Context: an optimization exercise on an open-source flow, tuned for small area and few clock cycles per item. The choices shown serve that exercise and are no tape-out recipe. Function was checked by simulation only, so behaviour that the tests miss may differ from the original.

==> module angle_position_pid_loop, before the edit <==
module angle_position_pid_loop #(
  parameter int ENCODER_BITS   = appl_pkg::ENCODER_BITS_DEF,
  parameter int GAIN_FRAC_BITS = appl_pkg::GAIN_FRAC_BITS_DEF
) (
  input  logic                                clk_i,
  input  logic                                rst_ni,
  input  logic                                in_valid_i,
  output logic                                in_ready_o,
  input  logic [appl_pkg::ENC_W-1:0]          encoder_count_i,
  output logic                                out_valid_o,
  input  logic                                out_ready_i,
  output logic signed [appl_pkg::CUR_W-1:0]   current_ref_o,
  input  logic                                cfg_we_i,
  input  logic [appl_pkg::CFG_IDX_W-1:0]      cfg_idx_i,
  input  logic [appl_pkg::CFG_DATA_W-1:0]     cfg_data_i
);
  localparam int GW = appl_pkg::GAIN_W;
  logic signed [GW-1:0]  prop_gain_q, integ_gain_q, deriv_gain_q;
  logic signed [15:0]    output_low_q, output_high_q;    
  appl_pkg::angle_cfg_t  angle_cfg_q;
  logic signed [15:0]    lim_wr, lim_sat;
  assign lim_wr = cfg_data_i[15:0];
  always_comb begin
    lim_sat = lim_wr;
    if (lim_wr > 16'sd16384)  lim_sat = 16'sd16384;
    if (lim_wr < -16'sd16384) lim_sat = -16'sd16384;
  end
  always_ff @(posedge clk_i or negedge rst_ni) begin
    if (!rst_ni) begin
      prop_gain_q   <= '0;
      integ_gain_q  <= '0;
      deriv_gain_q  <= '0;
      output_low_q  <= -16'sd16384;
      output_high_q <= 16'sd16384;
      angle_cfg_q   <= '0;
    end else if (cfg_we_i) begin
      case (cfg_idx_i)
        appl_pkg::CFG_PROP_GAIN:    prop_gain_q   <= cfg_data_i;
        appl_pkg::CFG_INTEG_GAIN:   integ_gain_q  <= cfg_data_i;
        appl_pkg::CFG_DERIV_GAIN:   deriv_gain_q  <= cfg_data_i;
        appl_pkg::CFG_OUTPUT_LOW:   output_low_q  <= lim_sat;
        appl_pkg::CFG_OUTPUT_HIGH:  output_high_q <= lim_sat;
        appl_pkg::CFG_TARGET_ANGLE: angle_cfg_q.target_angle <= cfg_data_i[appl_pkg::ENC_W-1:0];
        appl_pkg::CFG_ZERO_ANGLE:   angle_cfg_q.zero_angle   <= cfg_data_i[appl_pkg::ENC_W-1:0];
        appl_pkg::CFG_REVERSE_DIR:  angle_cfg_q.reverse_dir  <= cfg_data_i[0];
        default: ;
      endcase
    end
  end
  logic adv, valid_a_q, valid_b_q, out_valid_q, step_b;
  assign adv        = !out_valid_q || out_ready_i;
  assign in_ready_o = adv;
  assign step_b     = adv && valid_a_q;     
  always_ff @(posedge clk_i or negedge rst_ni) begin
    if (!rst_ni) begin
      valid_a_q   <= 1'b0;
      valid_b_q   <= 1'b0;
      out_valid_q <= 1'b0;
    end else if (adv) begin
      valid_a_q   <= in_valid_i;
      valid_b_q   <= valid_a_q;
      out_valid_q <= valid_b_q;
    end
  end
  logic signed [12:0] err_d, err_a_q;
  appl_angle_err #(
    .ENCODER_BITS(ENCODER_BITS)
  ) u_angle_err (
    .cfg_i   (angle_cfg_q),
    .count_i (encoder_count_i),
    .err_o   (err_d)
  );
  always_ff @(posedge clk_i) begin
    if (adv) err_a_q <= err_d;
  end
  logic signed [12:0] err_b_q;
  logic signed [13:0] derr_b_q;
  always_ff @(posedge clk_i or negedge rst_ni) begin
    if (!rst_ni) begin
      err_b_q <= '0;
    end else if (step_b) begin
      err_b_q <= err_a_q;
    end
  end
  always_ff @(posedge clk_i) begin
    if (step_b) derr_b_q <= 14'(err_a_q) - 14'(err_b_q);
  end
  logic signed [35:0] isum;
  logic signed [31:0] integ_q, integ_d;
  logic signed [15:0] isum_hi;
  logic               isum_frac, isum_pos_ovf, isum_neg_ovf, above, below;
  appl_pid_isum u_isum (
    .integ_i (integ_q),
    .ki_i    (integ_gain_q),
    .err_i   (err_a_q),
    .sum_o   (isum)
  );
  assign isum_pos_ovf = !isum[35] && (|isum[34:31]);
  assign isum_neg_ovf = isum[35] && !(&isum[34:31]);
  assign isum_hi      = $signed(isum[31:16]);
  assign isum_frac    = |isum[15:0];
  assign above = isum_pos_ovf
              || (!isum_neg_ovf && ((isum_hi > output_high_q)
                                    || (isum_hi == output_high_q && isum_frac)));
  assign below = isum_neg_ovf || (!isum_pos_ovf && isum_hi < output_low_q);
  always_comb begin
    if (above) begin
      integ_d = {output_high_q, 16'd0};
    end else if (below) begin
      integ_d = {output_low_q, 16'd0};
    end else begin
      integ_d = isum[31:0];
    end
  end
  always_ff @(posedge clk_i or negedge rst_ni) begin
    if (!rst_ni) begin
      integ_q <= '0;
    end else if (step_b) begin
      integ_q <= integ_d;
    end
  end
  logic signed [21:0] cur_raw;
  appl_pid_acc u_acc (
    .integ_i (integ_q),
    .kp_i    (prop_gain_q),
    .kd_i    (deriv_gain_q),
    .err_i   (err_b_q),
    .derr_i  (derr_b_q),
    .sum_o   (cur_raw)
  );
  logic signed [15:0] cur_d, current_ref_q;
  logic               cur_pos_ovf, cur_neg_ovf, cur_above, cur_below;
  logic signed [15:0] cur16;
  assign cur_pos_ovf = !cur_raw[21] && (|cur_raw[20:15]);
  assign cur_neg_ovf = cur_raw[21] && !(&cur_raw[20:15]);
  assign cur16       = cur_raw[15:0];
  assign cur_above   = cur_pos_ovf || (!cur_neg_ovf && cur16 > output_high_q);
  assign cur_below   = cur_neg_ovf || (!cur_pos_ovf && cur16 < output_low_q);
  always_comb begin
    if (cur_above) begin
      cur_d = output_high_q;
    end else if (cur_below) begin
      cur_d = output_low_q;
    end else begin
      cur_d = cur16;
    end
  end
  always_ff @(posedge clk_i) begin
    if (adv) current_ref_q <= cur_d;
  end
  assign out_valid_o   = out_valid_q;
  assign current_ref_o = current_ref_q;
endmodule
clock: 10.5 ns
lec_check: 0
cap_margin: 20
core_margin: 2
core_utilization: 40
slew_margin: 20
synth_hierarchical: 1
run.sh (not shown) runs the stock make flow with config.mk's settings and CLKGATE_MAP_FILE= SYNTH_SCRIPT=/design/flow/synth_recipe.tcl, a recipe that flattens the netlist after the stock synthesis.
Testbench counts at the start, summed over its fixed seeds: cycles 14,544, items 14,400.
Rerun with:
--- a/flow/design.v
+++ b/flow/design.v
@@ -155,26 +155,22 @@
   always_ff @(posedge clk_i) begin
     if (step_b) derr_b_q <= 14'(err_a_q) - 14'(err_b_q);
   end
   logic signed [35:0] isum;
   logic signed [31:0] integ_q, integ_d;
-  logic signed [15:0] isum_hi;
-  logic               isum_frac, isum_pos_ovf, isum_neg_ovf, above, below;
+  logic signed [19:0] isum_hi;
+  logic               isum_frac, above, below;
   appl_pid_isum u_isum (
     .integ_i (integ_q),
     .ki_i    (integ_gain_q),
     .err_i   (err_a_q),
     .sum_o   (isum)
   );
-  assign isum_pos_ovf = !isum[35] && (|isum[34:31]);
-  assign isum_neg_ovf = isum[35] && !(&isum[34:31]);
-  assign isum_hi      = $signed(isum[31:16]);
-  assign isum_frac    = |isum[15:0];
-  assign above = isum_pos_ovf
-              || (!isum_neg_ovf && ((isum_hi > output_high_q)
-                                    || (isum_hi == output_high_q && isum_frac)));
-  assign below = isum_neg_ovf || (!isum_pos_ovf && isum_hi < output_low_q);
+  assign isum_hi   = $signed(isum[35:16]);
+  assign isum_frac = |isum[15:0];
+  assign above = (isum_hi > 20'(output_high_q)) || (isum_hi == 20'(output_high_q) && isum_frac);
+  assign below = isum_hi < 20'(output_low_q);
   always_comb begin
     if (above) begin
       integ_d = {output_high_q, 16'd0};
     end else if (below) begin
       integ_d = {output_low_q, 16'd0};
@@ -197,24 +193,17 @@
     .err_i   (err_b_q),
     .derr_i  (derr_b_q),
     .sum_o   (cur_raw)
   );
   logic signed [15:0] cur_d, current_ref_q;
-  logic               cur_pos_ovf, cur_neg_ovf, cur_above, cur_below;
-  logic signed [15:0] cur16;
-  assign cur_pos_ovf = !cur_raw[21] && (|cur_raw[20:15]);
-  assign cur_neg_ovf = cur_raw[21] && !(&cur_raw[20:15]);
-  assign cur16       = cur_raw[15:0];
-  assign cur_above   = cur_pos_ovf || (!cur_neg_ovf && cur16 > output_high_q);
-  assign cur_below   = cur_neg_ovf || (!cur_pos_ovf && cur16 < output_low_q);
   always_comb begin
-    if (cur_above) begin
+    if (cur_raw > 22'(output_high_q)) begin
       cur_d = output_high_q;
-    end else if (cur_below) begin
+    end else if (cur_raw < 22'(output_low_q)) begin
       cur_d = output_low_q;
     end else begin
-      cur_d = cur16;
+      cur_d = cur_raw[15:0];
     end
   end
   always_ff @(posedge clk_i) begin
     if (adv) current_ref_q <= cur_d;
   end
Outcome:
- The new run completed with no timing, DRC or antenna violations
- setup slack loses 0.042 ns
- count of clock-buffer cells in the layout goes up by 1
- sequential share of layout area goes down by 0.11 points
- utilization goes up by 0.25 points
- clock skew goes up by 0.0058 ns
- final cell count is about the same
- flip-flop and latch count does not change
- via count goes down slightly
- design area goes up slightly
- first-iteration DRC count stays flat
- non-clock buffer count goes up by 13
Testbench counts after the change, summed over its fixed seeds: cycles 14,544, items 14,400.

afterwards: timing with drivers on the ports:
Ports are ideal in the flow. The routed layouts listed here were re-timed in OpenROAD.
Step 1 assumes that a clkbuf_16 drives the clock port and a buf_2 every other input.
Step 2 times the ports against the registers' clock, not the clock port: input delays grow and output delays shrink by t, the midpoint of the rising clock arrivals with the driver on.
a / b / c = no drivers / after step 1 / after step 2; a / b = the first two.
run	t (ns)	setup slack, ns	clock arrival spread, ns	worst data-port slew with drivers (ns)
the first run	0.693	0.452 / 0.452 / 0.452	0.058 / 0.059	0.08
the second run	0.682	0.410 / 0.410 / 0.410	0.064 / 0.063	0.03
After both steps setup and hold are still met in every run listed.
